Source: an optimization exercise on an open RTL-to-GDS flow (aim: small area and a short achievable clock period). Production flows keep margins and buffers that such runs may drop. In this exercise RTL edits were held to simulation tests only and were not proved equivalent to the original. Power is estimated from default activity; no workload was simulated.

### flow/design.v
package usb_fifo_pkg;
  function automatic integer ptr_w(input integer depth);
    ptr_w = $clog2(depth) + 1;
  endfunction
  function automatic integer last_bit(input integer data_w);
    last_bit = data_w;
  endfunction
endpackage
module fifo_nand4 (
  input  logic a, b, c, d,
  output logic y
);
  assign y = ~(a & b & c & d);
endmodule
module fifo_nand2 (
  input  logic a, b,
  output logic y
);
  assign y = ~(a & b);
endmodule
module fifo_nor2 (
  input  logic a, b,
  output logic y
);
  assign y = ~(a | b);
endmodule
module fifo_nand3 (
  input  logic a, b, c,
  output logic y
);
  assign y = ~(a & b & c);
endmodule
module fifo_and_or #(
  parameter int N = 8
) (
  input  logic [N-1:0] s,
  input  logic [N-1:0] d,
  output logic         y
);
  assign y = |(s & d);
endmodule
module fifo_o21ai (
  input  logic a1, a2, b1,
  output logic y
);
  assign y = ~((a1 | a2) & b1);
endmodule
module fifo_gate_row #(
  parameter int N   = 16,
  parameter int K   = 4,
  parameter bit NOR = 1'b0,
  parameter int NG  = (N + K - 1) / K
) (
  input  logic [N-1:0]  a,
  output logic [NG-1:0] y
);
  for (genvar g = 0; g < NG; g++) begin : g_g
    localparam int W = (N - K * g < K) ? N - K * g : K;
    logic [W-1:0] x;
    assign x = a[K*g +: W];
    if (W == 1) begin : g_1
      assign y[g] = ~x[0];
    end else if (NOR) begin : g_nor
      if (W == 2) begin : g_2
        fifo_nor2 u (.a(x[0]), .b(x[1]), .y(y[g]));
      end else begin : g_w
        assign y[g] = ~|x;
      end
    end else begin : g_nand
      if (W == 2) begin : g_2
        fifo_nand2 u (.a(x[0]), .b(x[1]), .y(y[g]));
      end else if (W == 3) begin : g_3
        fifo_nand3 u (.a(x[0]), .b(x[1]), .c(x[2]), .y(y[g]));
      end else begin : g_4
        fifo_nand4 u (.a(x[0]), .b(x[1]), .c(x[2]), .d(x[3]), .y(y[g]));
      end
    end
  end
endmodule
module fifo_rd_bit #(
  parameter int NL = 16,
  parameter int NH = 16
) (
  input  logic [NL-1:0]    lo,
  input  logic [NH-1:0]    hi,
  input  logic [NL*NH-1:0] d,
  output logic             q
);
  localparam int N1 = (NH + 3) / 4;       
  localparam int N2 = (N1 + 1) / 2;       
  logic [NH-1:0] r_n;                     
  logic [N1-1:0] t1;
  logic [N2-1:0] t2;
  for (genvar h = 0; h < NH; h++) begin : g_row
    logic [1:0] p;
    for (genvar j = 0; j < 2; j++) begin : g_p
      fifo_and_or #(.N(NL / 2)) u_a (.s(lo[NL/2*j +: NL/2]), .d(d[NL*h + NL/2*j +: NL/2]), .y(p[j]));
    end
    fifo_o21ai u_h (.a1(p[0]), .a2(p[1]), .b1(hi[h]), .y(r_n[h]));
  end
  fifo_gate_row #(.N(NH), .K(4)) u_t1 (.a(r_n), .y(t1));
  if (N1 == 1) begin : g_q1
    assign q = t1[0];
  end else begin : g_q2
    fifo_gate_row #(.N(N1), .K(2), .NOR(1'b1)) u_t2 (.a(t1), .y(t2));
    if (N2 == 1) begin : g_q3
      assign q = ~t2[0];
    end else begin : g_q4
      fifo_gate_row #(.N(N2), .K(4)) u_t3 (.a(t2), .y(q));
    end
  end
endmodule
module sdp_ram #(
  parameter int WIDTH = 9,
  parameter int DEPTH = 256,
  parameter int NL    = 16,
  parameter int NH    = DEPTH / NL
) (
  input  logic             clk,
  input  logic             we,
  input  logic [NL-1:0]    wlo,
  input  logic [NH-1:0]    whi_n,
  input  logic [WIDTH-1:0] wdata,
  input  logic [NL-1:0]    rlo,
  input  logic [NH-1:0]    rhi,
  output logic [WIDTH-1:0] rdata
);
  logic [WIDTH-1:0] mem [DEPTH];
  logic [NL-1:0]    wlo_n;
  logic [DEPTH-1:0] wsel;
  for (genvar l = 0; l < NL; l++) begin : g_wlo
    fifo_nand2 u (.a(we), .b(wlo[l]), .y(wlo_n[l]));
  end
  for (genvar i = 0; i < DEPTH; i++) begin : g_sel
    fifo_nor2 u_w (.a(wlo_n[i % NL]), .b(whi_n[i / NL]), .y(wsel[i]));
  end
  always_ff @(posedge clk) begin
    for (int i = 0; i < DEPTH; i++) begin
      if (wsel[i]) begin
        mem[i] <= wdata;
      end
    end
  end
  for (genvar b = 0; b < WIDTH; b++) begin : g_rd
    logic [DEPTH-1:0] col;
    for (genvar i = 0; i < DEPTH; i++) begin : g_col
      assign col[i] = mem[i][b];
    end
    fifo_rd_bit #(.NL(NL), .NH(NH)) u (.lo(rlo), .hi(rhi), .d(col), .q(rdata[b]));
  end
endmodule
module usb_pkt_fifo #(
  parameter int DATA_W    = 8,
  parameter int DEPTH     = 256,
  parameter int AFULL_LVL = DEPTH - 8,
  parameter int PKT_W     = 8
) (
  input  logic                     clk,
  input  logic                     rst,
  input  logic                     wr_valid,
  input  logic [DATA_W-1:0]        wr_data,
  input  logic                     wr_last,
  input  logic                     wr_discard,
  output logic                     wr_ready,
  output logic                     wr_afull,
  output logic                     wr_overflow,
  output logic                     rd_valid,
  output logic [DATA_W-1:0]        rd_data,
  output logic                     rd_last,
  input  logic                     rd_ready,
  output logic [$clog2(DEPTH):0]   level,
  output logic [PKT_W-1:0]         pkt_count
);
  localparam int PW = usb_fifo_pkg::ptr_w(DEPTH);
  localparam int AW = PW - 1;
  localparam int EW = ((DATA_W) + 1);
  localparam int LB = usb_fifo_pkg::last_bit(DATA_W);
  localparam int LW = AW / 2;
  localparam int NL = 1 << LW;
  localparam int NH = DEPTH / NL;
  localparam logic [PKT_W-1:0] PKT_MAX = '1;
  logic [AW-1:0] wr_ptr;
  logic [AW-1:0] commit_ptr;
  logic [NL-1:0] rlo;
  logic [NH-1:0] rhi;
  logic [PW-1:0] clevel;
  logic          drop;
  logic          wr_ok;            
  logic          full;
  logic          rewind;
  logic          accept;
  logic          commit;
  logic          rd_fire;
  logic          avail;
  logic          load;
  logic          ovf;
  logic [EW-1:0] ram_q;
  logic [EW-1:0] head_q;
  assign full     = level[PW-1];
  assign wr_ready = !full && !rst;
  assign ovf     = wr_valid && full;
  assign rewind  = wr_discard || (drop && wr_valid && wr_last);
  assign accept  = wr_valid && wr_ok && !wr_discard;
  assign commit  = accept && wr_last;
  assign rd_fire = rd_valid && rd_ready;
  assign avail   = (clevel[PW-1:1] != '0) || (!rd_valid && clevel[0]);
  assign load    = avail && (!rd_valid || rd_ready);
  assign rd_data = head_q[DATA_W-1:0];
  assign rd_last = head_q[LB];
  function automatic logic afull_of(input logic [PW-1:0] v);
    afull_of = v >= PW'(AFULL_LVL);
  endfunction
  logic [PW-1:0] lvl_p1, lvl_m1, clv_m1;
  logic [AW-1:0] wr_ptr_p1;
  logic [PKT_W-1:0] pkt_up, pkt_dn;
  assign lvl_p1    = level + PW'(1);
  assign lvl_m1    = level - PW'(1);
  assign clv_m1    = clevel - PW'(1);
  assign wr_ptr_p1 = wr_ptr + AW'(1);
  assign pkt_up    = (pkt_count != PKT_MAX) ? pkt_count + PKT_W'(1) : pkt_count;
  assign pkt_dn    = (pkt_count != '0) ? pkt_count - PKT_W'(1) : pkt_count;
  logic [PW-1:0] level_nx, clevel_nx;
  logic          afull_nx;
  logic          drop_nx;
  always_comb begin
    if (rewind) begin
      level_nx = rd_fire ? clv_m1 : clevel;
      afull_nx = rd_fire ? afull_of(clv_m1) : afull_of(clevel);
    end else if (accept) begin
      level_nx = rd_fire ? level : lvl_p1;
      afull_nx = rd_fire ? afull_of(level) : afull_of(lvl_p1);
    end else begin
      level_nx = rd_fire ? lvl_m1 : level;
      afull_nx = rd_fire ? afull_of(lvl_m1) : afull_of(level);
    end
    if (commit) clevel_nx = rd_fire ? level : lvl_p1;
    else        clevel_nx = rd_fire ? clv_m1 : clevel;
    drop_nx = rewind ? 1'b0 : (drop || ovf);
  end
  logic [NL-1:0] wlo;
  logic [NH-1:0] whi_n;
  always_comb begin
    for (int l = 0; l < NL; l++) wlo[l] = (wr_ptr[LW-1:0] == l);
    for (int h = 0; h < NH; h++) whi_n[h] = (wr_ptr[AW-1:LW] != h);
  end
  sdp_ram #(
    .WIDTH (EW),
    .DEPTH (DEPTH),
    .NL    (NL)
  ) u_ram (
    .clk   (clk),
    .we    (accept),
    .wlo   (wlo),
    .whi_n (whi_n),
    .wdata ({wr_last, wr_data}),
    .rlo   (rlo),
    .rhi   (rhi),
    .rdata (ram_q)
  );
  always_ff @(posedge clk) begin
    if (load) begin
      head_q <= ram_q;
    end
  end
  always_ff @(posedge clk) begin
    if (rst) begin
      wr_ptr      <= '0;
      commit_ptr  <= '0;
      rlo         <= {{(NL-1){1'b0}}, 1'b1};
      rhi         <= {{(NH-1){1'b0}}, 1'b1};
      level       <= '0;
      clevel      <= '0;
      wr_afull    <= 1'b0;
      drop        <= 1'b0;
      wr_ok       <= 1'b1;
      rd_valid    <= 1'b0;
      wr_overflow <= 1'b0;
      pkt_count   <= '0;
    end else begin
      wr_overflow <= ovf;
      level       <= level_nx;
      clevel      <= clevel_nx;
      wr_afull    <= afull_nx;
      drop        <= drop_nx;
      wr_ok       <= !level_nx[PW-1] && !drop_nx;
      if (rewind) begin
        wr_ptr <= commit_ptr;
      end else if (accept) begin
        wr_ptr <= wr_ptr_p1;
      end
      if (commit) begin
        commit_ptr <= wr_ptr_p1;
      end
      if (load) begin
        rlo      <= {rlo[NL-2:0], rlo[NL-1]};
        if (rlo[NL-1]) begin
          rhi    <= {rhi[NH-2:0], rhi[NH-1]};
        end
        rd_valid <= 1'b1;
      end else if (rd_fire) begin
        rd_valid <= 1'b0;
      end
      case ({commit, rd_fire && rd_last})
        2'b10:   pkt_count <= pkt_up;
        2'b01:   pkt_count <= pkt_dn;
        default: ;
      endcase
    end
  end
endmodule
### flow/constraint.sdc
create_clock -name core_clock -period 5.0 [get_ports {clk}]
set_input_delay 1.0000 -clock core_clock [delete_from_list [all_inputs] [get_ports {clk}]]
set_output_delay 1.0000 -clock core_clock [all_outputs]
set_load 0.01 [all_outputs]
### flow/run.sh
#!/bin/bash
# synth_recipe.tcl (not shown) runs the flow's synth.tcl, then flattens the netlist and writes it again
# the make line also repeats each setting of config.mk as NAME=value (left out here)
make -C /OpenROAD-flow-scripts/flow DESIGN_CONFIG=/design/flow/config.mk WORK_HOME=/design/flow/orfs CLKGATE_MAP_FILE= SYNTH_SCRIPT=/design/flow/synth_recipe.tcl finish
### flow/config.mk
export PLATFORM = sky130hd
export DESIGN_NAME = usb_pkt_fifo
export DESIGN_NICKNAME = usb_pkt_fifo
export VERILOG_FILES = /design/flow/design.v
export SDC_FILE = /design/flow/constraint.sdc
export NUM_CORES = 4
export LEC_CHECK = 0
export CAP_MARGIN = 20
export CORE_MARGIN = 2
export CORE_UTILIZATION = 50
export CTS_CLUSTER_DIAMETER = 80
export CTS_CLUSTER_SIZE = 30
export SETUP_SLACK_MARGIN = 2.4
export SLEW_MARGIN = 20
export SYNTH_HIERARCHICAL = 1
export SYNTH_MINIMUM_KEEP_SIZE = 0
==> results of run 1 <==
## modules after synthesis, one instance, submodules excluded, excerpt
module / cells inside / flip-flops and latches
usb_pkt_fifo: 612 / 88
fifo_nand2: 1 / 0
fifo_nand4: 1 / 0
fifo_nor2: 1 / 0
fifo_o21ai: 1 / 0
## timing repair
item | CTS | global route
gates cloned | 3 | 3
pin swaps | 55 | 72
endpoints found under the setup margin | 2350 | 634
buffers inserted | 71 | 18
resized for setup | 557 | 117
## final cells by class
class	count	share of cell area
flip-flops and latches	2392	0.721
multi-input cells	2385	0.177
repair buffers	249	0.0316
clock buffers	121	0.0295
well taps	2310	0.0293
clock inverters	92	0.0116
inverters	16	0.000849
diodes	2	0.0000507
## path summary, 6_finish.rpt
| check | from | depth (start not counted) | slack, ns | end |
|---|---|---|---|---|
| max | rlo[6] | 8 | 2.24 | head_q[3] |
| min reg2reg | commit_ptr[6] | 2 | 0.49 | wr_ptr[6] |
| min | commit_ptr[6] | 2 | 0.49 | wr_ptr[6] |
| max reg2reg | rlo[6] | 8 | 2.24 | head_q[3] |
## power groups by stage
stage          logic, W  registers (W)  clock network [W]
6_report        0.00314         0.0222             0.0116
5_1_grt         0.00329         0.0222             0.0123
4_1_cts         0.00295         0.0222             0.0117
3_5_place_dp    0.00250         0.0228                  0
3_3_place_gp    0.00250         0.0228                  0
2_1_floorplan   0.00112         0.0228                  0
## sequential cells by signal (all words and copies together) (netlist names)
signal	flops
rlo	16
wr_ok	1
drop	1
wr_afull	1
u_ram.mem	2304
level	9
wr_overflow	1
rd_valid	1
head_q	9
rhi	16
clevel	9
commit_ptr	8
wr_ptr	8
pkt_count	8
## stage by stage
step	utilization	total power [W]	hold WS (ns)	worst slack [ns]
global route	0.574	0.0378	0.513	2.24
CTS	0.570	0.0368	0.486	2.35
floorplan	-	0.0239	0.436	2.06
finish	0.574	0.0369	0.485	2.24
global placement	0.530	0.0253	0.456	0.946
detailed placement	0.530	0.0253	0.471	0.864
## critical path: stages (launching register included)
cell and delay, ns:
dfxtp_4 0.45, buf_4 0.19, buf_12 0.17, a22oi_1 0.25
nand4_1 0.21, o21ai_1 0.37, nand4_1 0.45, nor2_1 0.31
nand2_1 0.10
## routing by layer
layer | vias up | global-route usage
met3 | 445 | 0.0556
met5 | - | 0
met2 | 3306 | 0.454
met1 | 26300 | 0.430
met4 | 2 | 0.0951
li1 | 21200 | -
## Yosys cell counts, types with 3 or more instances
cell      instances
a211oi_1         18
a21boi_0          3
a21oi_1          53
a221o_1           3
a221oi_1         10
a22oi_1        1155
a31oi_1           5
and2_1           15
and3_1            7
buf_1             5
buf_2             6
buf_4             5
buf_6             3
clkbuf_1         24
dfxtp_1          79
edfxtp_1       2313
ha_1             16
inv_1            16
mux2i_1           5
nand2_1         127
nand2b_1          4
nand3_1          22
nand3b_1          3
nand4_1         330
nor2_1          347
nor2b_1           7
nor3_1           15
nor4_1            4
o211ai_1          4
o21ai_0          15
o21ai_1         144
o221ai_1          4
or3_1             3
xnor2_1          24
xor2_1            8
## cell usage in the layout, fill, tap and decap left out, drive strengths merged, types with 53 or more instances in the layout
cell    instances
edfxtp       2313
dfxtp          79
clkbuf        125
nand4         330
a22oi        1156
a21oi          53
inv            61
o21ai         159
buf           211
nand2         128
nor2          348
## cell families (layout without fill, tap and decap cells)
logic type	Yosys count	after routing	share of synthesized area
flip-flops	2392	2392	0.820
AO/OA/AOI/OAI	1432	1432	0.119
AND/OR/NAND/NOR	897	898	0.0511
buffers and inverters	59	478	0.00312
XOR/XNOR	32	32	0.00324
adder cells (fa/ha/maj)	17	17	0.00254
multiplexers	6	6	0.000838
other	0	2	0
==> results.txt, run 1 <==
IO Pins between 40 and 50; # nets final about 5200; #FFs+latches synth 2392; First-pass DRT Iterations 6; Die Footprint approximately 180000 um2; Clock transition at path regs about 0.11 ns; TritonCTS buffer count approximately 120; TritonCTS clock tree done; placed cell count roughly 7300; number of remaining DRC errors 0; Yosys warning count 9; synth top area cells edfxtp_1 80%, a22oi_1 10%, nand4_1 2.4%; first-pass GRT wire length 366000 um; max_cap viols 0; Detail Route Antenna Nets 0; worst path required time roughly 5.6 ns; Die X roughly 420 um; final hold vios 0; max_slew headroom 0.301; Initial DRC Count about 9000; synthesized area a little under 90000 um2; vias in the first global route 47800; power density cells ~370 nW/um2; Die Y ~420 um; Rows 152; number of vias per cell 6.76; Reg area slightly above 70000 um2; Clock Path Buffers 3; Multi-input gate area ~17000 um2; Flop pwr share 0.601; grt ovf 0; Psw about 0.0091 W; Crit Path Class reg2reg; antenna violations before repair 1; gr usage total 0.296; via count around 51000; clk sinks around 2400; largest net degree at the start of global routing 120; Routed met3 length between 20000 and 30000 um; clock latency at the later pin of the worst-skew pair about 0.82 ns; number of flops mapped to enable cells by yosys between 2000 and 2500; Max VDD drop ~0.39 mV; Post-Route Skew ~0.077 ns; Synth cell types 62; crit-path max FO 15; Syn Nets about 4900; post-synth top area share 0.802; fmax 362 MHz; hold_buf cts 0; Setup TNS Final 0 ns; combinational power share 0.085; final non-filler cell area just under 100000 um2; CP Capture Type flip-flop; H-tree depth 3; max-slew violation count 0; Power Internal 0.0278 W; CTS root buffer clkbuf_16; Buffers on Ports 43; wire length per cell 35.1 um; final wirelength between 200000 and 300000 um; fin crit share 0.553; Worst Hold Class reg2reg; synthesized area per cell around 18 um2; GPL Wtd Cong just over 0.9; crit path launch type flip-flop; Max Used Layer met5; fin cells 7567; placed cell area 91100 um2; Detail Placement HPWL around 150000 um; arrival time at the worst endpoint approximately 3.3 ns; final setup vio count 0; core area roughly 170000 um2; Synth area leader edfxtp_1; Synth async-reset ratio 0; Clock power frac 0.314; area growth from synthesis to layout 14.0%; register area share after synthesis 0.820; layout cells sized above 1 0.170; Synth Flop Type edfxtp_1; fillers ~13000; met2 WL 121000 um; worst slew pin tran ~1.0 ns; RSZ-0062 raised after global routing true; Initial Util 0.504; Pleak between 20 and 30 nW; outcome no timing/DRC/antenna violations; Syn Inst Count ~4800; sw frac 0.248; min cycle time layout ~2.8 ns; Post-Route M1 WL between 100000 and 150000 um
==> run 2, diff against run 1 <==
--- a/flow/config.mk
+++ b/flow/config.mk
@@ -8,9 +8,9 @@
 export CAP_MARGIN = 20
 export CORE_MARGIN = 2
 export CORE_UTILIZATION = 50
-export CTS_CLUSTER_DIAMETER = 80
+export CTS_CLUSTER_DIAMETER = 90
 export CTS_CLUSTER_SIZE = 30
-export SETUP_SLACK_MARGIN = 2.4
+export SETUP_SLACK_MARGIN = 2.5
 export SLEW_MARGIN = 20
 export SYNTH_HIERARCHICAL = 1
 export SYNTH_MINIMUM_KEEP_SIZE = 0
==> run 2 against run 1 <==
Net effect:
- critical path depth down 1
- still clean on timing, DRC and antenna
- power fell by 4.7%
- clock-buffer cell count increased by 11
- maximum frequency rose by 5.8%
- sequential power about the same
- first-iteration DRC count down 3.6%
- synthesized area stayed put
- combinational power increased by 6.4%
- wire length fell by 2.6%
- global-route usage shrank 0.63 points
- worst setup slack better by 0.15 ns
- clock skew fell by 0.035 ns
==> results.txt, run 2 <==
Initial DRC Count 8524; Syn Nets 4866; GPL Wtd Cong 0.915; final hold vios 0; max-slew violation count 0; Syn Inst Count between 4000 and 5000; crit-path max FO about 70; Clock Path Buffers 3; Largest regs u_ram.mem x2304, rhi x16, rlo x16; min cycle time layout between 2 and 3 ns; worst slew pin tran ~1.0 ns; number of flops mapped to enable cells by yosys about 2300; Synth area leader edfxtp_1; max_slew headroom 0.304; Detail Route Antenna Nets 0; synth top area cells edfxtp_1 80%, a22oi_1 10%, nand4_1 2.4%; number of vias per cell ~6.7; worst path cell trace buf_12 -> a22oi_1 -> nand4_1 -> o21ai_2 -> nand4_1 -> nor2_4 -> nand2_1; Max VDD drop ~0.3 mV; WHS approximately 0.46 ns; Post-Route Skew 0.0415 ns; clock latency at the later pin of the worst-skew pair between 0.7 and 0.8 ns; commonest cells in the netlist 2313 x edfxtp_1, 1155 x a22oi_1, 347 x nor2_1; Synth cell types 62; RSZ-0062 raised after global routing true; largest net degree at the start of global routing ~120; synthesized area per cell 17.9 um2; most used cell, CP nand4_1; TritonCTS buffer count 93; Psw 0.00837 W; Clock transition at path regs about 0.11 ns; Power Internal 0.0268 W; xor and xnor fraction of the mapped netlist area 0.00324; Yosys warning count 9; number of remaining DRC errors 0; Pleak 28.3 nW; grt ovf 0; Worst path slowest cell dfxtp_4; Biggest register u_ram.mem; first-pass GRT wire length about 360000 um; TritonCTS clock tree done; sw frac 0.238; Synth async-reset ratio 0; First-pass DRT Iterations 8; slowest stage delay, CP 0.41 ns; crit path launch type flip-flop; CTS root buffer clkbuf_16; CP top delay family simple AND/OR/NAND/NOR gates; max reg flops roughly 2300; most common cell after layout, fill and taps aside edfxtp_1; synthesized area a little under 90000 um2; Synth Area in Compound Gates 0.119; CP Capture Type flip-flop; register area share after synthesis 0.820; Simple-Gate Fraction of Synth Area 0.0511; H-tree depth 3; Crit Path Class reg2reg; Die Y 420 um; wire length per cell 34.4 um; Setup TNS Final 0 ns; Die Footprint approximately 180000 um2; max_cap viols 0; final wirelength between 200000 and 300000 um; via count between 50000 and 60000; Synth Flop Type edfxtp_1; post-synth top area share 0.802; layout cells sized above 1 0.150; Rows 152; adder-cell share of the synthesized area 0.00254; final setup vio count 0; Flop pwr share 0.631; Worst Hold Class reg2reg; core area between 150000 and 200000 um2; count leader, synth edfxtp_1; arrival time at the worst endpoint 3.12 ns; gr usage total 0.289; #FFs+latches synth 2392; Clock power frac 0.274; outcome no timing/DRC/antenna violations; most frequent cells in the layout 2313 x edfxtp_1, 1125 x a22oi_1, 330 x nand4_1, 153 x nor2_4, 129 x buf_4; worst path required time between 5 and 6 ns; # nets final 5180; power density cells 361 nW/um2; antenna violations before repair 2; area growth from synthesis to layout 12.4%; clk sinks about 2400; combinational power share 0.095; mux cell area share after synthesis 0.000838; vias in the first global route around 47000; CP bufs+invs 1; fmax approximately 380 MHz; main combinational cell family by area after synthesis compound AO/OA/AOI/OAI gates; IO Pins 44; Detail Placement HPWL approximately 150000 um; Die X 420 um; Initial Util 0.504; Buffers on Ports 43; fin crit share 0.523
run 2: cell counts after synthesis:
No cell type changed its count.
run 2: worst register-to-register path, stage by stage (launching register included):
cell	delay [ns]
dfxtp_4	0.41
buf_12	0.18
a22oi_1	0.45
nand4_1	0.27
o21ai_2	0.27
nand4_1	0.34
nor2_4	0.33
nand2_1	0.10
run 2: per-module statistics from Yosys (local to each module, per instance), a selection:
module        flip-flops and latches  cells inside  area, um2  copies in the design
fifo_nand4                         0             1       6.26                    36
fifo_nand2                         0             1       3.75                    25
usb_pkt_fifo                      88           612       4890                     1
fifo_o21ai                         0             1       5.00                   144
fifo_nor2                          0             1       3.75                   274
run 2: final timing paths:
check	endpoint	depth (start not counted)	start	slack, ns
setup / recovery	head_q[3]	7	rlo[4]	2.39
hold / removal	commit_ptr[1]	2	commit_ptr[1]	0.46
setup reg to reg	head_q[3]	7	rlo[4]	2.39
hold reg to reg	commit_ptr[1]	2	commit_ptr[1]	0.46
run 2: layer usage:
metal	wire, um	global-route usage
met3	26000	0.0490
met5	0	0
met2	118000	0.439
met1	107000	0.435
met4	7390	0.0818
run 2: power by group through the flow:
stage | clock [W] | sequential (W) | combinational, W
global placement | 0 | 0.0228 | 0.00261
CTS | 0.00972 | 0.0222 | 0.00323
detailed placement | 0 | 0.0228 | 0.00262
floorplan | 0 | 0.0228 | 0.00114
global route | 0.0103 | 0.0222 | 0.00347
finish | 0.00963 | 0.0222 | 0.00334
run 2: metrics by stage:
stage          worst slack [ns]  area (um2)  utilization  power, W  instances
3_5_place_dp              0.833       92200        0.536    0.0255       7268
4_1_cts                    2.43       96800        0.563    0.0351       7506
5_1_grt                    2.38       97300        0.566    0.0360       7519
6_report                   2.39       97300        0.566    0.0352       7522
2_1_floorplan              2.06       87800            -    0.0239       4835
3_3_place_gp              0.888       92200        0.536    0.0254       7268
run 2: area by class of cell:
class,count,area [um2]
Timing Repair inverter,2,17.5
Clock inverter,23,250
Fill cell,13100,74600
Tap cell,2310,2890
Timing Repair Buffer,260,3140
Inverter,16,80.1
Multi-Input combinational cell,2384,17300
Antenna cell,3,7.51
Clock buffer,132,2530
Sequential cell,2392,71200
run 2: cell families after synthesis:
family,Yosys count
adders and majority gates,17
AOI/OAI and AO/OA,1432
DFF,2392
buffers and inverters,59
muxes,6
and+or+nand+nor,897
xor gates and xnor gates,32
run 2: what timing repair did:
item	CTS	global route
cloned	5	0
setup buffers	78	13
hold buffers	0	0
pin swaps	44	45
setup endpoints to repair	2335	787
gates resized for setup	231	97
==> run 3, diff against run 2 <==
--- a/flow/design.v
+++ b/flow/design.v
@@ -249,7 +249,7 @@
     .NL    (NL)
   ) u_ram (
     .clk   (clk),
-    .we    (accept),
+    .we    (!full),
     .wlo   (wlo),
     .whi_n (whi_n),
     .wdata ({wr_last, wr_data}),
--- a/flow/config.mk
+++ b/flow/config.mk
@@ -7,7 +7,7 @@
 export LEC_CHECK = 0
 export CAP_MARGIN = 20
 export CORE_MARGIN = 2
-export CORE_UTILIZATION = 50
+export CORE_UTILIZATION = 62
 export CTS_CLUSTER_DIAMETER = 90
 export CTS_CLUSTER_SIZE = 30
 export SETUP_SLACK_MARGIN = 2.5
==> run 3 against run 2 <==
Net effect:
- still clean on timing, DRC and antenna
- critical path depth is the same
- worst setup slack lost 0.0095 ns
- clock skew grew 0.0065 ns
- via count grew 0.19%
- global-route usage grew 5.8 points
- synthesized cell count shrank 0.54%
- wire length shrank 3.0%
- final area shrank 0.27%
- clock power shrank 2.5%
- non-clock buffer count grew 42
- sequential share of layout area grew 0.20 points
==> results.txt, run 3 <==
Buffers on Ports 43; synthesized area per cell 18.0 um2; GPL Wtd Cong about 0.86; fin crit share 0.524; final wirelength 251000 um; number of flops mapped to enable cells by yosys around 2300; crit-path max FO 6; placed cell area 90700 um2; slowest stage delay, CP between 0.4 and 0.5 ns; register area share after synthesis 0.821; clock latency at the later pin of the worst-skew pair roughly 0.76 ns; Clock Path Buffers 3; Pleak around 29 nW; Die Y 378 um; RSZ-0062 raised after global routing true; Synth async-reset ratio 0; H-tree depth 3; CP top delay family simple AND/OR/NAND/NOR gates; Setup TNS Final 0 ns; final hold vios 0; post-synth top area share 0.802; Max VDD drop ~0.36 mV; first-pass GRT wire length approximately 350000 um; CTS root buffer clkbuf_16; fmax approximately 380 MHz; Die X between 300 and 400 um; core area 139000 um2; gr usage total 0.347; Post-Route Skew 0.0480 ns; Die Footprint 143000 um2; Initial Util 0.623; antenna violations before repair 4; synthesized area ~87000 um2; Worst path slowest cell nand4_1; Syn Nets 4840; final non-filler cell area slightly below 100000 um2; fillers between 8000 and 9000; max_cap viols 0; TritonCTS clock tree done; max_slew headroom 0.287; Worst Hold Class reg2reg; max reg flops about 2300; crit path launch type flip-flop; Biggest register u_ram.mem; First-pass DRT Iterations 6; grt ovf 0; Clock transition at path regs roughly 0.11 ns; CP bufs+invs 1; count leader, synth edfxtp_1; via count between 50000 and 60000; final core occ 0.698; area growth from synthesis to layout 12.2%; Multi-input gate area between 15000 and 20000 um2; TritonCTS buffer count 90; # nets final a little over 5000; number of remaining DRC errors 0; number of vias per cell 7.16; Reg area between 70000 and 80000 um2; worst slew pin tran around 1.1 ns; Largest regs u_ram.mem x2304, rhi x16, rlo x16; Detail Route Antenna Nets 0; Synth area leader edfxtp_1; CP Capture Type flip-flop; arrival time at the worst endpoint approximately 3.1 ns; final setup vio count 0; WHS 0.461 ns; outcome no timing/DRC/antenna violations; #FFs+latches synth 2392; most frequent cells in the layout 2313 x edfxtp_1, 1133 x a22oi_1, 334 x nand4_1, 146 x buf_4, 136 x nor2_4; clk sinks 2392; worst path required time 5.50 ns; wire length per cell approximately 35 um; largest net degree at the start of global routing between 100 and 150; Yosys warning count 9; Antenna diodes 0; Synth Flop Type edfxtp_1; vias in the first global route 47300; Synth cell types 62; Power Total between 0.03 and 0.04 W; max-slew violation count 0; Crit Path Class reg2reg; Rows approximately 140; worst path cell trace buf_6 -> a22oi_1 -> nand4_1 -> o21ai_2 -> nand4_1 -> nor2_2 -> nand2_1; power density cells about 370 nW/um2; IO Pins 44; layout cells sized above 1 0.153; Initial DRC Count 8469; Syn Inst Count roughly 4800; most used cell, CP nand4_1; most common cell after layout, fill and taps aside edfxtp_1; Detail Placement HPWL roughly 140000 um; commonest cells in the netlist 2313 x edfxtp_1, 1159 x a22oi_1, 373 x nor2_1; synth top area cells edfxtp_1 80%, a22oi_1 10%, nand4_1 2.4%; min cycle time layout approximately 2.6 ns
run 3: per-module statistics from Yosys, one instance, submodules excluded, a selection:
| module | cell area, um2 | cells inside |
|---|---|---|
| usb_pkt_fifo | 4850 | 586 |
| fifo_nand4 | 6.26 | 1 |
| fifo_o21ai | 5.00 | 1 |
| fifo_nand2 | 3.75 | 1 |
| fifo_nor2 | 3.75 | 1 |
run 3: worst paths after layout:
kind / start / endpoint / slack, ns / cells after the start
min reg2reg: commit_ptr[7] / wr_ptr[7] / 0.46 / 2
max: rlo[8] / head_q[3] / 2.38 / 7
min: commit_ptr[7] / wr_ptr[7] / 0.46 / 2
max reg2reg: rlo[8] / head_q[3] / 2.38 / 7
run 3: area by class of cell:
cell class                 instances  share of cell area
clock buffer                     147              0.0266
multi-input combinational       2358               0.177
inverter                          18            0.000851
sequential                      2392               0.733
clock inverter                     4            0.000541
tap                             1876              0.0242
timing repair inverter             1           0.0000773
timing repair buffer             302              0.0378
run 3: logic make-up after synthesis:
| family | Yosys count | synth area share |
|---|---|---|
| flops | 2392 | 0.821 |
| compound gates | 1400 | 0.116 |
| simple gates | 875 | 0.0500 |
| buf+inv | 59 | 0.00325 |
| mux | 36 | 0.00416 |
| xor+xnor | 30 | 0.00304 |
| fa+ha+maj | 17 | 0.00254 |
run 3: where the power goes:
part           switching (W)  total (W)  internal, W  leakage [nW]
combinational        0.00260    0.00379      0.00119          5.94
sequential          0.000213     0.0223       0.0221          21.5
clock                0.00577    0.00939      0.00361          1.26
run 3: worst reg2reg max path, cell delays in order (launching register included):
cell and delay (ns):
dfxtp_4 0.38, buf_6 0.17, a22oi_1 0.29, nand4_1 0.33
o21ai_2 0.34, nand4_1 0.45, nor2_2 0.35, nand2_1 0.08
run 3: per-stage QoR:
stage,setup slack (ns),instances
2_1_floorplan,1.97,4809
3_3_place_gp,1.24,6828
3_5_place_dp,1.12,6828
4_1_cts,2.34,7070
5_1_grt,2.40,7098
6_report,2.38,7098
run 3: metal layers:
metal  up-vias  routed length (um)  part of all wire  global-route usage
li1      21100                   -                 -                   -
met1     26300               99200              0.40               0.527
met2      3126              117000              0.47               0.533
met3       319               26500              0.11              0.0488
met4         2                7670             0.031               0.103
met5         -                  13          0.000052                   0
run 3: what timing repair did:
| action | in CTS | in global routing |
|---|---|---|
| gates cloned | 5 | 5 |
| setup buffers | 86 | 22 |
| setup endpoints to repair | 2292 | 979 |
| hold buffers | 0 | 0 |
| pin swaps | 40 | 52 |
| gates resized for setup | 565 | 121 |
==> run 4, diff against run 3 <==
--- a/flow/config.mk
+++ b/flow/config.mk
@@ -7,10 +7,10 @@
 export LEC_CHECK = 0
 export CAP_MARGIN = 20
 export CORE_MARGIN = 2
-export CORE_UTILIZATION = 62
+export CORE_UTILIZATION = 50
 export CTS_CLUSTER_DIAMETER = 90
 export CTS_CLUSTER_SIZE = 30
-export SETUP_SLACK_MARGIN = 2.5
+export SETUP_SLACK_MARGIN = 2.7
 export SLEW_MARGIN = 20
 export SYNTH_HIERARCHICAL = 1
 export SYNTH_MINIMUM_KEEP_SIZE = 0
==> run 4 against run 3 <==
Net effect:
- flip-flop and latch count did not move
- combinational power up 4%
- first-iteration DRC count shrank 12%
- sequential share of layout area is 2.7 points lower
- die area is 24% higher
- still clean
- highest routed layer unchanged
- maximum frequency rose by 1.3%
- synthesized cell count unchanged
- via count down 0.32%
- cell count is 7.5% higher
- power up 2.1%
==> results.txt, run 4 <==
slowest stage delay, CP 0.42 ns; sw frac 0.244; max reg flops 2304; RSZ-0062 raised after global routing true; worst flop-to-flop path endpoint head_q[5]; Clock Path Buffers 3; TritonCTS clock tree done; Detail Placement HPWL roughly 140000 um; TritonCTS buffer count 95; via count about 51000; Initial Util 0.504; placed cell count around 7200; xor and xnor fraction of the mapped netlist area 0.00304; core area 172000 um2; fmax roughly 390 MHz; max_slew headroom 0.313; grt ovf 0; layout cells sized above 1 0.200; vias in the first global route 47600; Clock transition at path regs ~0.11 ns; CTS root buffer clkbuf_16; CP Capture Type flip-flop; synth top area cells edfxtp_1 80%, a22oi_1 10%, nand4_1 2.4%; Final WS setup between 2 and 2.5 ns; Hold EP wr_ptr[5]; Worst Hold Class reg2reg; Die X around 420 um; # nets final ~5300; Die Footprint 176000 um2; Syn Inst Count 4809; count leader, synth edfxtp_1; Biggest register u_ram.mem; R2R setup slack roughly 2.4 ns; Synth Flop Type edfxtp_1; #FFs+latches synth approximately 2400; mux cell area share after synthesis 0.00416; Post-Route Skew 0.0473 ns; Setup TNS Final 0 ns; Detail Route Antenna Nets 0; Syn Nets between 4000 and 5000; worst slew pin tran between 1 and 1.5 ns; H-tree depth 3; Worst R2R Start rlo[13]; Flop pwr share 0.615; most common cell after layout, fill and taps aside edfxtp_1; Clock power frac 0.276; worst hold start commit_ptr[5]; gr usage total 0.285; arrival time at the worst endpoint 3.08 ns; clk sinks 2392; Pleak around 30 nW; commonest cells in the netlist 2313 x edfxtp_1, 1159 x a22oi_1, 373 x nor2_1; Synth Area in Compound Gates 0.116; area growth from synthesis to layout 16.4%; synthesized area slightly below 90000 um2; cells on worst reg2reg path 8; outcome no timing/DRC/antenna violations; most frequent cells in the layout 2313 x edfxtp_1, 1054 x a22oi_1, 334 x nand4_1, 262 x nor2_4, 152 x buf_4; First-pass DRT Iterations 6; worst path cell trace buf_12 -> buf_12 -> a22oi_2 -> nand4_1 -> o21ai_2 -> nand4_1 -> nor2_4 -> nand2_1; largest net degree at the start of global routing between 150 and 200; Yosys warning count 9; fin crit share 0.518; Power Internal between 0.02 and 0.03 W; Psw ~0.0089 W; final setup vio count 0; final wirelength roughly 260000 um; final hold vios 0; setup slack at placement approximately 1.3 ns; Initial DRC Count roughly 7500; Synth area leader edfxtp_1; antenna violations before repair 6; Die Y approximately 420 um; power density cells around 360 nW/um2; register area share after synthesis 0.821; number of vias per cell 6.64; first-pass GRT wire length ~360000 um; worst path required time about 5.5 ns; crit-path max FO 6; max_cap viols 0; Synth async-reset ratio 0; GPL Wtd Cong approximately 0.84; fin cells approximately 7600; max-slew violation count 0; Largest regs u_ram.mem x2304, rhi x16, rlo x16; Antenna diodes 0; Buffers on Ports 43; number of flops mapped to enable cells by yosys approximately 2300; Worst path slowest cell dfxtp_4; clock latency at the later pin of the worst-skew pair between 0.7 and 0.8 ns; Max VDD drop 0.302 mV; combinational power share 0.109; post-synth top area share 0.802; Crit Path Class reg2reg; IO Pins 44; adder-cell share of the synthesized area 0.00254; main combinational cell family by area after synthesis compound AO/OA/AOI/OAI gates; number of remaining DRC errors 0; crit path launch type flip-flop; wire length per cell about 33 um; min cycle time layout 2.59 ns; Synth cell types 62; Rows approximately 150; Simple-Gate Fraction of Synth Area 0.0500; worst hold stages 2; synthesized area per cell 18.0 um2
## run 4: cell counts after synthesis
No cell type changed its count.
## run 4: stage by stage
step / utilization / total power, W / hold WS, ns / instance area, um2
after detailed placement: 0.530 / 0.0259 / 0.447 / 91100
final: 0.587 / 0.0362 / 0.443 / 101000
after global placement: 0.530 / 0.0259 / 0.440 / 91100
after floorplan: - / 0.0242 / 0.432 / 86700
after CTS: 0.579 / 0.0361 / 0.447 / 99400
after global routing: 0.587 / 0.0372 / 0.446 / 101000
## run 4: routing by layer
layer	vias to the layer above	part of all wire	global-route usage
met5	-	0.00013	0
met4	4	0.033	0.0903
met3	335	0.090	0.0403
met2	2591	0.47	0.447
met1	26400	0.40	0.417
li1	21300	-	-
## run 4: cell type report
| class | count | area [um2] |
|---|---|---|
| Sequential cell | 2392 | 71200 |
| Fill cell | 12600 | 71000 |
| Multi-Input combinational cell | 2369 | 18600 |
| Timing Repair Buffer | 373 | 4980 |
| Tap cell | 2310 | 2890 |
| Clock buffer | 144 | 2700 |
| Clock inverter | 24 | 300 |
| Inverter | 18 | 82.6 |
## run 4: logic make-up (layout without fill, tap and decap cells)
group / count (synthesis) / count (layout)
and+or+nand+nor: 875 / 886
xor gates and xnor gates: 30 / 30
AOI/OAI and AO/OA: 1400 / 1400
muxes: 36 / 36
DFF: 2392 / 2392
adders and majority gates: 17 / 17
buffers and inverters: 59 / 559
## run 4: power by group through the flow
stage | Combinational, W | Sequential, W | Clock [W]
floorplan | 0.00135 | 0.0229 | 0
global placement | 0.00300 | 0.0229 | 0
detailed placement | 0.00303 | 0.0229 | 0
CTS | 0.00381 | 0.0223 | 0.0101
global route | 0.00413 | 0.0223 | 0.0107
finish | 0.00395 | 0.0223 | 0.0100
## run 4: critical path: cells and delay by family, from the launching register on
kind,cells,cell delay [ns]
buf+inv,2,0.31
compound gates,2,0.52
simple gates,4,1.05
flops,1,0.42
## run 4: repair_timing
item | in CTS | in global routing
setup endpoints to repair | 2372 | 1637
resized for setup | 934 | 140
cloned | 12 | 15
setup buffers | 161 | 31
endpoints found under the hold margin | 0 | 0
hold buffers | 0 | 0
pin swaps | 172 | 146
## run 4: worst max path at each step
stage                     slack (ns)  depth (start not counted)  startpoint                 to
after floorplan                 1.97                         13  wr_discard       pkt_count[7]
after global placement          1.23                         12    rd_ready       pkt_count[7]
after detailed placement        1.29                         12    rd_ready       pkt_count[7]
after CTS                       2.45                          4   wr_ptr[2]  u_ram.mem[100][1]
after global routing            2.46                          8     rlo[11]          head_q[4]
final                           2.41                          8     rlo[13]          head_q[5]
## run 4: per-module statistics from Yosys (local to each module, per instance), excerpt
module	flip-flops and latches	area (um2)	cells inside
usb_pkt_fifo	88	4850	586
fifo_nor2	0	3.75	1
fifo_nand4	0	6.26	1
fifo_o21ai	0	5.00	1
fifo_nand2	0	3.75	1
==> run 5, diff against run 4 <==
--- a/flow/config.mk
+++ b/flow/config.mk
@@ -10,7 +10,8 @@
 export CORE_UTILIZATION = 50
 export CTS_CLUSTER_DIAMETER = 90
 export CTS_CLUSTER_SIZE = 30
-export SETUP_SLACK_MARGIN = 2.7
+export SETUP_SLACK_MARGIN = 2.5
 export SLEW_MARGIN = 20
 export SYNTH_HIERARCHICAL = 1
 export SYNTH_MINIMUM_KEEP_SIZE = 0
+export TNS_END_PERCENT = 10
==> run 5 against run 4 <==
Net effect:
- largest power group unchanged
- clock power is essentially flat
- wire length shrank 4.2%
- worst hold slack gained 0.019 ns
- critical path type unchanged
- first-iteration DRC count shrank 16%
- still clean
- cell count shrank 2.1%
- clock skew grew 0.0042 ns
- register-to-register slack lost 0.10 ns
- power shrank 1.5%
- flip-flop and latch count is the same
- combinational power shrank 11%
==> results.txt, run 5 <==
max_slew headroom 0.233; Synth area leader edfxtp_1; max_cap viols 0; Worst Hold Class reg2reg; H-tree depth 3; # nets final 5129; combinational power share 0.098; final setup vio count 0; setup slack at placement about 0.84 ns; RSZ-0062 raised after global routing true; Max VDD drop ~0.28 mV; number of vias per cell 6.60; #FFs+latches synth roughly 2400; min cycle time layout 2.69 ns; register area share after synthesis 0.821; TritonCTS buffer count 94; most common cell after layout, fill and taps aside edfxtp_1; Clock transition at path regs around 0.11 ns; via count around 49000; most frequent cells in the layout 2313 x edfxtp_1, 1143 x a22oi_1, 334 x nand4_1, 150 x nor2_2, 149 x nor2_1; CTS root buffer clkbuf_16; Synth cell types 62; crit-path max FO 10; Syn Nets a little under 5000; Reg area a little over 70000 um2; final wirelength between 200000 and 250000 um; placed cell area just over 90000 um2; final non-filler cell area 96500 um2; vias in the first global route roughly 46000; IO Pins 44; Pleak roughly 28 nW; first-pass GRT wire length 334000 um; commonest cells in the netlist 2313 x edfxtp_1, 1159 x a22oi_1, 373 x nor2_1; Biggest register u_ram.mem; max-slew violation count 0; largest net degree at the start of global routing about 140; final hold vios 0; Die Y around 420 um; core area around 170000 um2; worst path required time around 5.4 ns; Die X 420 um; Synth Flop Type edfxtp_1; gr usage total 0.263; Power Internal between 0.02 and 0.03 W; Die Footprint 176000 um2; grt ovf 0; Multi-input gate area about 17000 um2; Initial Util 0.504; Post-Route Skew about 0.052 ns; arrival time at the worst endpoint 3.10 ns; power density cells between 300 and 400 nW/um2; First-pass DRT Iterations 6; fin crit share 0.539; number of remaining DRC errors 0; Syn Inst Count about 4800; Largest regs u_ram.mem x2304, rhi x16, rlo x16; antenna violations before repair 4; sw frac 0.242; clock latency at the later pin of the worst-skew pair between 0.7 and 0.8 ns; count leader, synth edfxtp_1; Buffers on Ports 43; synth top area cells edfxtp_1 80%, a22oi_1 10%, nand4_1 2.4%; Yosys warning count 9; hold_buf cts 0; fillers approximately 13000; Flop pwr share 0.625; worst slew pin tran 1.15 ns; Final WS setup 2.31 ns; Rows 152; synthesized area per cell ~18 um2; CP Capture Type flip-flop; GPL Wtd Cong 0.839; number of flops mapped to enable cells by yosys 2313; TritonCTS clock tree done; Detail Placement HPWL between 100000 and 150000 um; Clock power frac 0.276; Setup TNS Final 0 ns; Psw 0.00863 W; Detail Route Antenna Nets 0; layout cells sized above 1 0.135; area growth from synthesis to layout 11.4%; clk sinks roughly 2400; crit path launch type flip-flop; Synth async-reset ratio 0; max reg flops between 2000 and 2500; Crit Path Class reg2reg; wire length per cell 32.8 um; synthesized area 86600 um2; Clock Path Buffers 3; Antenna diodes 0; outcome no timing/DRC/antenna violations; fmax between 300 and 400 MHz; Initial DRC Count 6285; post-synth top area share 0.802
run 5: power groups by stage:
stage,clock [W],sequential (W),combinational (W)
2_1_floorplan,0,0.0229,0.00134
3_3_place_gp,0,0.0229,0.00297
3_5_place_dp,0,0.0229,0.00301
4_1_cts,0.00999,0.0224,0.00319
5_1_grt,0.0106,0.0223,0.00369
6_report,0.00987,0.0223,0.00351
run 5: worst paths after layout:
check	cells after the start	slack (ns)	to	start
worst max-delay path	5	2.31	u_ram.mem[179][8]	wr_ptr[0]
worst min-delay path	2	0.46	wr_ptr[5]	commit_ptr[5]
worst max register to register	5	2.31	u_ram.mem[179][8]	wr_ptr[0]
worst min register to register	2	0.46	wr_ptr[5]	commit_ptr[5]
run 5: what timing repair did:
action / 4_1_cts / 5_1_grt
gates cloned: 1 / 3
gates resized for setup: 336 / 201
endpoints found under the setup margin: 2352 / 1617
hold endpoints to repair: 0 / 0
setup buffers: 16 / 55
pin swaps: 12 / 54
run 5: cell families after synthesis:
logic type | share of synthesized area
flops | 0.821
compound gates | 0.116
simple gates | 0.0500
buf+inv | 0.00325
mux | 0.00416
xor+xnor | 0.00304
fa+ha+maj | 0.00254
run 5: critical path, cell delays in order (launching register included):
cell and delay [ns]:
dfxtp_1 0.48, ha_1 0.37, and2_1 0.24, nand2_4 0.28, buf_4 0.41, nor2_2 0.53
run 5: layer usage:
| layer | wire, um | vias up | global-route usage |
|---|---|---|---|
| met2 | 119000 | 2284 | 0.429 |
| met1 | 99400 | 25800 | 0.379 |
| met5 | 0 | - | 0 |
| li1 | - | 20900 | - |
| met3 | 19900 | 276 | 0.0308 |
| met4 | 6900 | 0 | 0.0710 |
run 5: cell type report:
type,instances,share of cell area
Clock buffer,135,0.0270
Clock inverter,23,0.00311
Inverter,18,0.000765
Multi-Input combinational cell,2358,0.173
Sequential cell,2392,0.737
Tap cell,2310,0.0300
Timing Repair Buffer,233,0.0283
Timing Repair inverter,1,0.0000778
run 5: through the flow:
| stage | util | std cells | hold WS [ns] | total power (W) |
|---|---|---|---|---|
| floorplan | - | 4809 | 0.432 | 0.0242 |
| global placement | 0.529 | 7237 | 0.441 | 0.0259 |
| detailed placement | 0.529 | 7237 | 0.448 | 0.0259 |
| CTS | 0.552 | 7412 | 0.465 | 0.0356 |
| global route | 0.562 | 7470 | 0.487 | 0.0366 |
| finish | 0.562 | 7470 | 0.462 | 0.0357 |
run 5: Yosys stat by module (local to each module, per instance), a selection:
module | flops+latches | cells | copies in the design | area, um2
fifo_nand4 | 0 | 1 | 36 | 6.26
usb_pkt_fifo | 88 | 586 | 1 | 4850
fifo_nand2 | 0 | 1 | 25 | 3.75
fifo_nor2 | 0 | 1 | 274 | 3.75
fifo_o21ai | 0 | 1 | 144 | 5.00
==> run 6, diff against run 5 <==
--- a/flow/config.mk
+++ b/flow/config.mk
@@ -14,4 +14,3 @@
 export SLEW_MARGIN = 20
 export SYNTH_HIERARCHICAL = 1
 export SYNTH_MINIMUM_KEEP_SIZE = 0
-export TNS_END_PERCENT = 10
==> run 6 against run 5 <==
Net effect:
- sequential power barely moved
- via count rose by 1.7%
- maximum frequency rose by 4.7%
- largest power group unchanged
- non-clock buffer count rose by 62
- die area did not move
- wire length rose by 2.1%
- clock power barely moved
- critical path depth rose by 3
- register-to-register slack improved by 0.12 ns
- flip-flop and latch count did not move
- clock-buffer cell count rose by 15
- critical path type unchanged
==> results.txt, run 6 <==
H-tree depth 3; xor and xnor fraction of the mapped netlist area 0.00304; antenna violations before repair 1; Synth Area in Compound Gates 0.116; synthesized area per cell around 18 um2; #FFs+latches synth around 2400; final setup vio count 0; Detail Placement HPWL about 140000 um; crit path launch type flip-flop; clk sinks ~2400; Post-Route Skew ~0.044 ns; Die Y between 400 and 500 um; adder-cell share of the synthesized area 0.00254; gr usage total 0.279; largest net degree at the start of global routing 138; Detail Route Antenna Nets 0; clock latency at the later pin of the worst-skew pair between 0.7 and 0.8 ns; Yosys warning count 9; CP Capture Type flip-flop; wire length per cell roughly 33 um; crit-path max FO 7; Antenna diodes 0; count leader, synth edfxtp_1; max-slew violation count 0; Die X approximately 420 um; first-pass GRT wire length 350000 um; Crit Path Class reg2reg; synth top area cells edfxtp_1 80%, a22oi_1 10%, nand4_1 2.4%; mux cell area share after synthesis 0.00416; # nets final ~5200; post-synth top area share 0.802; final hold vios 0; IO Pins 44; Worst Hold Class reg2reg; Simple-Gate Fraction of Synth Area 0.0500; Pleak 28.7 nW; fmax between 300 and 400 MHz; Largest regs u_ram.mem x2304, rhi x16, rlo x16; most common cell after layout, fill and taps aside edfxtp_1; outcome no timing/DRC/antenna violations; power density cells about 370 nW/um2; vias in the first global route roughly 47000; Biggest register u_ram.mem; area growth from synthesis to layout 12.9%; Rows roughly 150; most frequent cells in the layout 2313 x edfxtp_1, 1128 x a22oi_1, 334 x nand4_1, 160 x buf_4, 141 x nor2_4; Synth cell types 62; final wirelength 250000 um; Synth Flop Type edfxtp_1; worst path required time ~5.5 ns; max reg flops 2304; Initial Util 0.504; max_slew headroom 0.245; TritonCTS clock tree done; Setup TNS Final 0 ns; First-pass DRT Iterations 6; Clock Path Buffers 3; register area share after synthesis 0.821; WHS roughly 0.46 ns; CTS root buffer clkbuf_16; commonest cells in the netlist 2313 x edfxtp_1, 1159 x a22oi_1, 373 x nor2_1; worst slew pin tran around 1.1 ns; GPL Wtd Cong 0.855; max_cap viols 0; RSZ-0062 raised after global routing true; core area 172000 um2; fillers roughly 13000; Synth area leader edfxtp_1; Buffers on Ports 43; Synth async-reset ratio 0; Syn Inst Count roughly 4800; via count roughly 50000; fin crit share 0.515; Clock transition at path regs between 0.1 and 0.15 ns; layout cells sized above 1 0.155; number of flops mapped to enable cells by yosys ~2300; min cycle time layout 2.57 ns; main combinational cell family by area after synthesis compound AO/OA/AOI/OAI gates; Syn Nets around 4800; Initial DRC Count approximately 7400; number of vias per cell around 6.6; number of remaining DRC errors 0; grt ovf 0; arrival time at the worst endpoint ~3.1 ns; Die Footprint roughly 180000 um2; Max VDD drop ~0.38 mV; TritonCTS buffer count 97; synthesized area slightly below 90000 um2
[run 6: cell type report]
class | instances | area [um2] | area share
inverters | 18 | 82.6 | 0.000845
repair buffers | 295 | 3320 | 0.0340
flip-flops and latches | 2392 | 71200 | 0.728
multi-input cells | 2358 | 17200 | 0.176
well taps | 2310 | 2890 | 0.0296
clock inverters | 31 | 367 | 0.00375
clock buffers | 150 | 2700 | 0.0276
repair inverters | 1 | 7.51 | 0.0000768
[run 6: repair_timing]
item / CTS / global route
pin swaps: 38 / 71
setup endpoints to repair: 2317 / 945
hold buffers: 0 / 0
buffers inserted: 87 / 12
resized for setup: 511 / 144
gates cloned: 2 / 3
[run 6: per-stage QoR]
stage	setup WS (ns)	utilization	instance area (um2)	instances	total power [W]
after floorplan	1.97	-	86700	4809	0.0243
after detailed placement	1.24	0.531	91200	7270	0.0260
after global routing	2.37	0.569	97700	7555	0.0370
after CTS	2.27	0.564	96900	7540	0.0361
final	2.43	0.569	97700	7555	0.0360
after global placement	1.24	0.531	91200	7270	0.0260
[run 6: cells by family after synthesis]
logic type | count (synthesis)
adder cells (fa/ha/maj) | 17
AO/OA/AOI/OAI | 1400
multiplexers | 36
AND/OR/NAND/NOR | 875
buffers and inverters | 59
flip-flops | 2392
XOR/XNOR | 30
[run 6: where the power goes]
group / internal [W] / total, W / switching [W] / leakage (nW)
Combinational: 0.00111 / 0.00372 / 0.00261 / 5.79
Clock: 0.00392 / 0.0100 / 0.00611 / 1.46
Sequential: 0.0221 / 0.0223 / 0.000197 / 21.5
[run 6: worst paths after layout]
path                  from  slack, ns  cells past startpoint         to
max reg2reg        rlo[11]       2.43                      8  head_q[0]
min          commit_ptr[7]       0.46                      2  wr_ptr[7]
min reg2reg  commit_ptr[7]       0.46                      2  wr_ptr[7]
max                rlo[11]       2.43                      8  head_q[0]
[run 6: worst max-delay path, cell delays in order (launching register included)]
cell     delay (ns)
dfxtp_4        0.38
buf_4          0.15
buf_4          0.18
a22oi_1        0.21
nand4_1        0.36
o21ai_2        0.31
nand4_1        0.32
nor2_4         0.33
nand2_1        0.08
[run 6: routing by layer]
metal	share of wire	up-vias	GRT usage	wire, um
met4	0.036	0	0.0913	9080
met1	0.41	26100	0.407	102000
li1	-	21100	-	-
met3	0.087	340	0.0389	21800
met2	0.47	2572	0.435	117000
met5	0	-	0	0
[run 6: modules after synthesis, one instance, submodules excluded, excerpt]
module / cells inside / cell area [um2]
usb_pkt_fifo: 586 / 4850
fifo_nand2: 1 / 3.75
fifo_nor2: 1 / 3.75
fifo_o21ai: 1 / 5.00
fifo_nand4: 1 / 6.26
==> run 7, diff against run 6 <==
--- a/flow/config.mk
+++ b/flow/config.mk
@@ -8,6 +8,7 @@
 export CAP_MARGIN = 20
 export CORE_MARGIN = 2
 export CORE_UTILIZATION = 50
+export CTS_BUF_LIST = sky130_fd_sc_hd__clkbuf_8 sky130_fd_sc_hd__clkbuf_16
 export CTS_CLUSTER_DIAMETER = 90
 export CTS_CLUSTER_SIZE = 30
 export SETUP_SLACK_MARGIN = 2.5
==> run 7 against run 6 <==
Net effect:
- sequential power about the same
- global-route usage about the same
- core utilization about the same
- synthesized cell count unchanged
- die area unchanged
- clock skew increased by 0.0010 ns
- largest cell class unchanged
- still clean
- cell count unchanged
==> results.txt, run 7 <==
via count 50200; area growth from synthesis to layout 12.8%; Clock transition at path regs ~0.11 ns; CP Capture Type flip-flop; Synth Flop Type edfxtp_1; arrival time at the worst endpoint around 3.2 ns; crit-path max FO 16; GPL Wtd Cong around 0.85; count leader, synth edfxtp_1; Initial Util 0.504; Die Footprint approximately 180000 um2; placed cell area approximately 90000 um2; Power Total 0.0359 W; number of flops mapped to enable cells by yosys approximately 2300; Max VDD drop between 0.3 and 0.4 mV; power density cells approximately 370 nW/um2; grt ovf 0; TritonCTS clock tree done; First-pass DRT Iterations 6; Buffers on Ports between 40 and 50; largest net degree at the start of global routing approximately 140; R2R setup slack about 2.2 ns; max_cap viols 0; worst hold stages 2; first-pass GRT wire length ~350000 um; Clock Path Buffers 3; max reg flops 2304; worst slew pin tran 1.13 ns; Syn Nets between 4000 and 5000; layout cells sized above 1 0.154; #FFs+latches synth 2392; Routed met3 length about 22000 um; cells on worst reg2reg path 6; Post-Route Skew roughly 0.045 ns; Pleak about 29 nW; slowest stage delay, CP between 0.7 and 0.8 ns; Max Used Layer met4; CTS root buffer clkbuf_16; synth top area cells edfxtp_1 80%, a22oi_1 10%, nand4_1 2.4%; Rows ~150; register area share after synthesis 0.821; number of remaining DRC errors 0; worst flop-to-flop path endpoint u_ram.mem[94][0]; worst hold start commit_ptr[7]; post-synth top area share 0.802; wire length per cell roughly 33 um; most common cell after layout, fill and taps aside edfxtp_1; outcome no timing/DRC/antenna violations; Detail Placement HPWL around 140000 um; Biggest register u_ram.mem; gr usage total 0.279; synthesized area per cell 18.0 um2; Setup TNS Final 0 ns; clock latency at the later pin of the worst-skew pair ~0.78 ns; WHS 0.456 ns; Antenna diodes 0; Post-Route M1 WL around 100000 um; max-slew violation count 0; synthesized area between 80000 and 90000 um2; final setup vio count 0; Die X 420 um; fin crit share 0.558; Yosys warning count 9; fillers 13100; Largest regs u_ram.mem x2304, rhi x16, rlo x16; Crit Path Class reg2reg; IO Pins 44; Synth async-reset ratio 0; Synth cell types between 60 and 70; antenna violations before repair 1; max_slew headroom 0.249; Worst path slowest cell nor2_1; Worst Hold Class reg2reg; vias in the first global route roughly 47000; Worst R2R Start wr_ptr[4]; Detail Route Antenna Nets 0; worst path required time roughly 5.4 ns; Initial DRC Count about 7500; # nets final roughly 5200; core area ~170000 um2; commonest cells in the netlist 2313 x edfxtp_1, 1159 x a22oi_1, 373 x nor2_1; number of vias per cell ~6.6; RSZ-0062 raised after global routing true; final core occ 0.568; min cycle time layout 2.79 ns; most frequent cells in the layout 2313 x edfxtp_1, 1132 x a22oi_1, 334 x nand4_1, 160 x buf_4, 139 x nor2_1; Syn Inst Count 4809; crit path launch type flip-flop; Die Y between 400 and 500 um; TritonCTS buffer count 97; final wirelength between 200000 and 250000 um; final non-filler cell area just under 100000 um2; final hold vios 0; Hold EP wr_ptr[7]; clk sinks between 2000 and 2500; met2 WL 117000 um; fmax 359 MHz; worst path cell trace inv_1 -> nor2_1 -> buf_4 -> nand2_1 -> buf_4 -> nor2_1; Synth area leader edfxtp_1; H-tree depth 3
[run 7: layout make-up]
| cell class | instances | area [um2] | share of cell area |
|---|---|---|---|
| Timing Repair Buffer | 295 | 3320 | 0.0340 |
| Timing Repair inverter | 1 | 7.51 | 0.0000769 |
| Inverter | 18 | 82.6 | 0.000846 |
| Multi-Input combinational cell | 2358 | 17100 | 0.175 |
| Clock inverter | 79 | 547 | 0.00560 |
| Sequential cell | 2392 | 71200 | 0.729 |
| Tap cell | 2310 | 2890 | 0.0296 |
| Clock buffer | 102 | 2520 | 0.0258 |
[run 7: repair_timing]
action / CTS / global route
hold buffers: 0 / 0
resized for setup: 508 / 131
setup endpoints to repair: 2317 / 948
gates cloned: 2 / 3
pin swaps: 38 / 69
setup buffers: 87 / 12
[run 7: metal layers]
layer	track usage	vias up
li1	-	21100
met1	0.407	26300
met2	0.435	2517
met3	0.0389	341
met4	0.0913	0
met5	0	-
[run 7: how the worst max path moves through the flow]
| stage | slack, ns | cells after the start | endpoint | from |
|---|---|---|---|---|
| 6_report | 2.21 | 6 | u_ram.mem[94][0] | wr_ptr[4] |
| 3_5_place_dp | 1.24 | 12 | pkt_count[7] | wr_discard |
| 5_1_grt | 2.20 | 6 | u_ram.mem[94][0] | wr_ptr[4] |
| 3_3_place_gp | 1.24 | 12 | pkt_count[7] | wr_discard |
| 4_1_cts | 2.27 | 3 | u_ram.mem[247][4] | wr_ptr[4] |
| 2_1_floorplan | 1.97 | 13 | pkt_count[7] | wr_discard |
[run 7: cell families after synthesis]
logic type	after synthesis	share of synthesized area
xor+xnor	30	0.00304
simple gates	875	0.0500
fa+ha+maj	17	0.00254
compound gates	1400	0.116
mux	36	0.00416
flops	2392	0.821
buf+inv	59	0.00325
[run 7: critical path, delay by kind of cell (launching register included)]
family                 cells  cell delay, ns
flip-flops                 1            0.45
AND/OR/NAND/NOR            3            1.26
buffers and inverters      3            0.69
[run 7: metrics by stage]
step                      cells  setup slack [ns]
final                      7555              2.21
after global routing       7555              2.20
after CTS                  7540              2.27
after detailed placement   7270              1.24
after floorplan            4809              1.97
after global placement     7270              1.24
[run 7: modules after synthesis, one instance, submodules excluded, a selection]
module | copies in the design | cells | flops+latches | area, um2
fifo_nand4 | 36 | 1 | 0 | 6.26
fifo_o21ai | 144 | 1 | 0 | 5.00
fifo_nand2 | 25 | 1 | 0 | 3.75
usb_pkt_fifo | 1 | 586 | 88 | 4850
fifo_nor2 | 274 | 1 | 0 | 3.75
[run 7: where the power goes]
group	leakage [nW]	internal (W)	switching, W	total [W]
sequential	21.5	0.0221	0.000197	0.0223
clock	1.66	0.00382	0.00611	0.00994
combinational	5.78	0.00111	0.00261	0.00371
total	28.9	0.0270	0.00892	0.0359
==> run 8, diff against run 7 <==
--- a/flow/design.v
+++ b/flow/design.v
@@ -239,9 +239,11 @@
   end
   logic [NL-1:0] wlo;
   logic [NH-1:0] whi_n;
+  logic [NL-1:0] cp_lo;
+  logic [NH-1:0] cp_hi_n;
   always_comb begin
-    for (int l = 0; l < NL; l++) wlo[l] = (wr_ptr[LW-1:0] == l);
-    for (int h = 0; h < NH; h++) whi_n[h] = (wr_ptr[AW-1:LW] != h);
+    for (int l = 0; l < NL; l++) cp_lo[l] = (commit_ptr[LW-1:0] == l);
+    for (int h = 0; h < NH; h++) cp_hi_n[h] = (commit_ptr[AW-1:LW] != h);
   end
   sdp_ram #(
     .WIDTH (EW),
@@ -266,6 +268,8 @@
     if (rst) begin
       wr_ptr      <= '0;
       commit_ptr  <= '0;
+      wlo         <= {{(NL-1){1'b0}}, 1'b1};
+      whi_n       <= {{(NH-1){1'b1}}, 1'b0};
       rlo         <= {{(NL-1){1'b0}}, 1'b1};
       rhi         <= {{(NH-1){1'b0}}, 1'b1};
       level       <= '0;
@@ -285,8 +289,14 @@
       wr_ok       <= !level_nx[PW-1] && !drop_nx;
       if (rewind) begin
         wr_ptr <= commit_ptr;
+        wlo    <= cp_lo;
+        whi_n  <= cp_hi_n;
       end else if (accept) begin
         wr_ptr <= wr_ptr_p1;
+        wlo    <= {wlo[NL-2:0], wlo[NL-1]};
+        if (wlo[NL-1]) begin
+          whi_n <= {whi_n[NH-2:0], whi_n[NH-1]};
+        end
       end
       if (commit) begin
         commit_ptr <= wr_ptr_p1;
--- a/flow/config.mk
+++ b/flow/config.mk
@@ -8,10 +8,9 @@
 export CAP_MARGIN = 20
 export CORE_MARGIN = 2
 export CORE_UTILIZATION = 50
-export CTS_BUF_LIST = sky130_fd_sc_hd__clkbuf_8 sky130_fd_sc_hd__clkbuf_16
 export CTS_CLUSTER_DIAMETER = 90
 export CTS_CLUSTER_SIZE = 30
-export SETUP_SLACK_MARGIN = 2.5
+export SETUP_SLACK_MARGIN = 2.6
 export SLEW_MARGIN = 20
 export SYNTH_HIERARCHICAL = 1
 export SYNTH_MINIMUM_KEEP_SIZE = 0
==> run 8 against run 7 <==
Net effect:
- non-clock buffer count increased by 53
- final area increased by 1.4%
- combinational power decreased by 6.2%
- cell count increased by 2.3%
- synthesized cell count increased by 3.2%
- sequential share of layout area decreased by 0.37 points
- register-to-register slack improved by 0.25 ns
- worst hold slack improved by 0.041 ns
- sequential power about the same
- flip-flop and latch count increased by 32
- global-route usage about the same
- critical path type unchanged
- critical endpoint is now head_q[4]
- largest cell class unchanged
- largest power group unchanged
==> results.txt, run 8 <==
outcome no timing/DRC/antenna violations; Reg area between 70000 and 80000 um2; core area about 170000 um2; synth top area cells edfxtp_1 79%, a22oi_1 10%, dfxtp_1 2.5%; final setup vio count 0; Multi-input gate area roughly 17000 um2; Initial Util 0.504; # nets final between 5000 and 6000; worst flop-to-flop path endpoint head_q[4]; CTS root buffer clkbuf_16; number of vias per cell 6.67; worst slew pin tran 1.19 ns; Die Y 423 um; Synth area leader edfxtp_1; Clock transition at path regs about 0.12 ns; antenna violations before repair 8; fin crit share 0.508; Syn Nets ~5000; min cycle time layout roughly 2.5 ns; count leader, synth edfxtp_1; Routed met3 length ~25000 um; Worst Hold Class reg2reg; layout cells sized above 1 0.155; Synth async-reset ratio 0; area growth from synthesis to layout 12.7%; Synth Flop Type edfxtp_1; crit-path max FO 8; Post-Route M1 WL 106000 um; largest net degree at the start of global routing 157; final hold vios 0; max_slew headroom 0.209; met2 WL ~120000 um; post-synth top area share 0.791; most common cell after layout, fill and taps aside edfxtp_1; Buffers on Ports 43; crit path launch type flip-flop; fmax roughly 400 MHz; final wirelength roughly 260000 um; First-pass DRT Iterations 6; Yosys warning count 9; fin cells just under 8000; Detail Route Antenna Nets 0; Max VDD drop between 0.3 and 0.4 mV; Setup TNS Final 0 ns; max-slew violation count 0; power density cells roughly 360 nW/um2; Syn Inst Count between 4000 and 5000; most frequent cells in the layout 2313 x edfxtp_1, 1085 x a22oi_1, 338 x nand4_1, 252 x nor2_1, 182 x buf_4; cells on worst reg2reg path 9; max reg flops 2304; placed cell count between 7000 and 8000; max_cap viols 0; TritonCTS buffer count 97; fillers approximately 13000; Initial DRC Count just under 8000; Worst R2R Start rlo[3]; Die X approximately 420 um; Die Footprint about 180000 um2; Crit Path Class reg2reg; worst path required time about 5.5 ns; critical path startpoint rlo[3]; Clock Path Buffers 3; first-pass GRT wire length about 360000 um; H-tree depth 3; GPL Wtd Cong between 0.8 and 0.9; TritonCTS clock tree done; Rows about 150; arrival time at the worst endpoint just over 3 ns; wire length per cell roughly 33 um; Synth cell types 66; clk sinks 2424
==> run 8: changes by cell type after synthesis, moves of 9 or more <==
cell / previous run / this run
a21o_1: 2 / 16
a21oi_1: 31 / 53
and2_1: 14 / 4
clkbuf_1: 28 / 37
dfxtp_1: 79 / 111
mux2i_1: 36 / 19
nand2_1: 84 / 140
nand3_1: 19 / 36
nor2_1: 373 / 352
==> run 8: area by class of cell <==
type                       count  area share
clock inverter                33     0.00426
sequential                  2424       0.725
tap                         2325      0.0294
multi-input combinational   2463       0.173
clock buffer                 115      0.0255
inverter                      20    0.000859
antenna                        2   0.0000505
timing repair buffer         348      0.0417
==> run 8: how the worst min path moves through the flow <==
stage               endpoint  startpoint  depth (start not counted)  slack (ns)
CTS                   wlo[4]      wlo[3]                          2        0.49
finish                wlo[8]      wlo[7]                          2        0.50
detailed placement    wlo[4]      wlo[3]                          2        0.47
floorplan            wlo[13]     wlo[12]                          2        0.44
global placement      wlo[5]      wlo[4]                          2        0.46
global route          wlo[6]      wlo[5]                          2        0.52
==> run 8: through the flow <==
stage | cell area (um2) | total power (W) | utilization
detailed placement | 92700 | 0.0257 | 0.532
CTS | 98100 | 0.0359 | 0.563
global route | 99000 | 0.0369 | 0.568
finish | 99000 | 0.0360 | 0.568
floorplan | 87900 | 0.0242 | -
global placement | 92700 | 0.0256 | 0.532
==> run 8: worst max-delay path, cell delays in order (launching register included) <==
cell and delay (ns):
dfxtp_4 0.39, buf_16 0.18, buf_6 0.17, buf_16 0.15
a22oi_2 0.18, nand4_1 0.18, o21ai_2 0.32, nand4_1 0.31
nor2_4 0.29, nand2_1 0.07
==> run 8: kinds of logic after synthesis <==
logic type	after synthesis	share of synthesized area
adders and majority gates	14	0.00208
AOI/OAI and AO/OA	1465	0.120
muxes	20	0.00229
DFF	2424	0.816
xor gates and xnor gates	35	0.00349
and+or+nand+nor	929	0.0524
buffers and inverters	78	0.00398
==> run 8: timing repair <==
item                        CTS  global route
hold buffers                  0             0
buffers inserted             79            28
pin swaps                    86           120
gates cloned                 14             3
gates resized for setup     448           124
setup endpoints to repair  2395            47
==> run 8: per-layer routing <==
metal  global-route usage  vias up
li1                     -    21700
met1                0.412    26900
met2                0.433     2660
met3               0.0458      324
met4               0.0748        9
met5                    0        -
==> run 8: per-module statistics from Yosys (local to each module, per instance), a selection <==
module,cells inside,times used,area (um2),flip-flops and latches
fifo_nand4,1,36,6.26,0
usb_pkt_fifo,742,1,6110,120
fifo_nand2,1,25,3.75,0
fifo_o21ai,1,144,5.00,0
fifo_nor2,1,274,3.75,0
==> run 8: power breakdown <==
group          switching, W  internal (W)
clock network       0.00617       0.00391
registers          0.000145        0.0223
logic               0.00232       0.00117

Re-timed with assumed drivers on the ports (clkbuf_16 on the clock, buf_2 on other inputs), run 8 has 2.415 ns of setup slack against 2.461 ns with ideal ports, and 1.877 ns once port delays also move by the mid clock arrival of 0.845 ns.
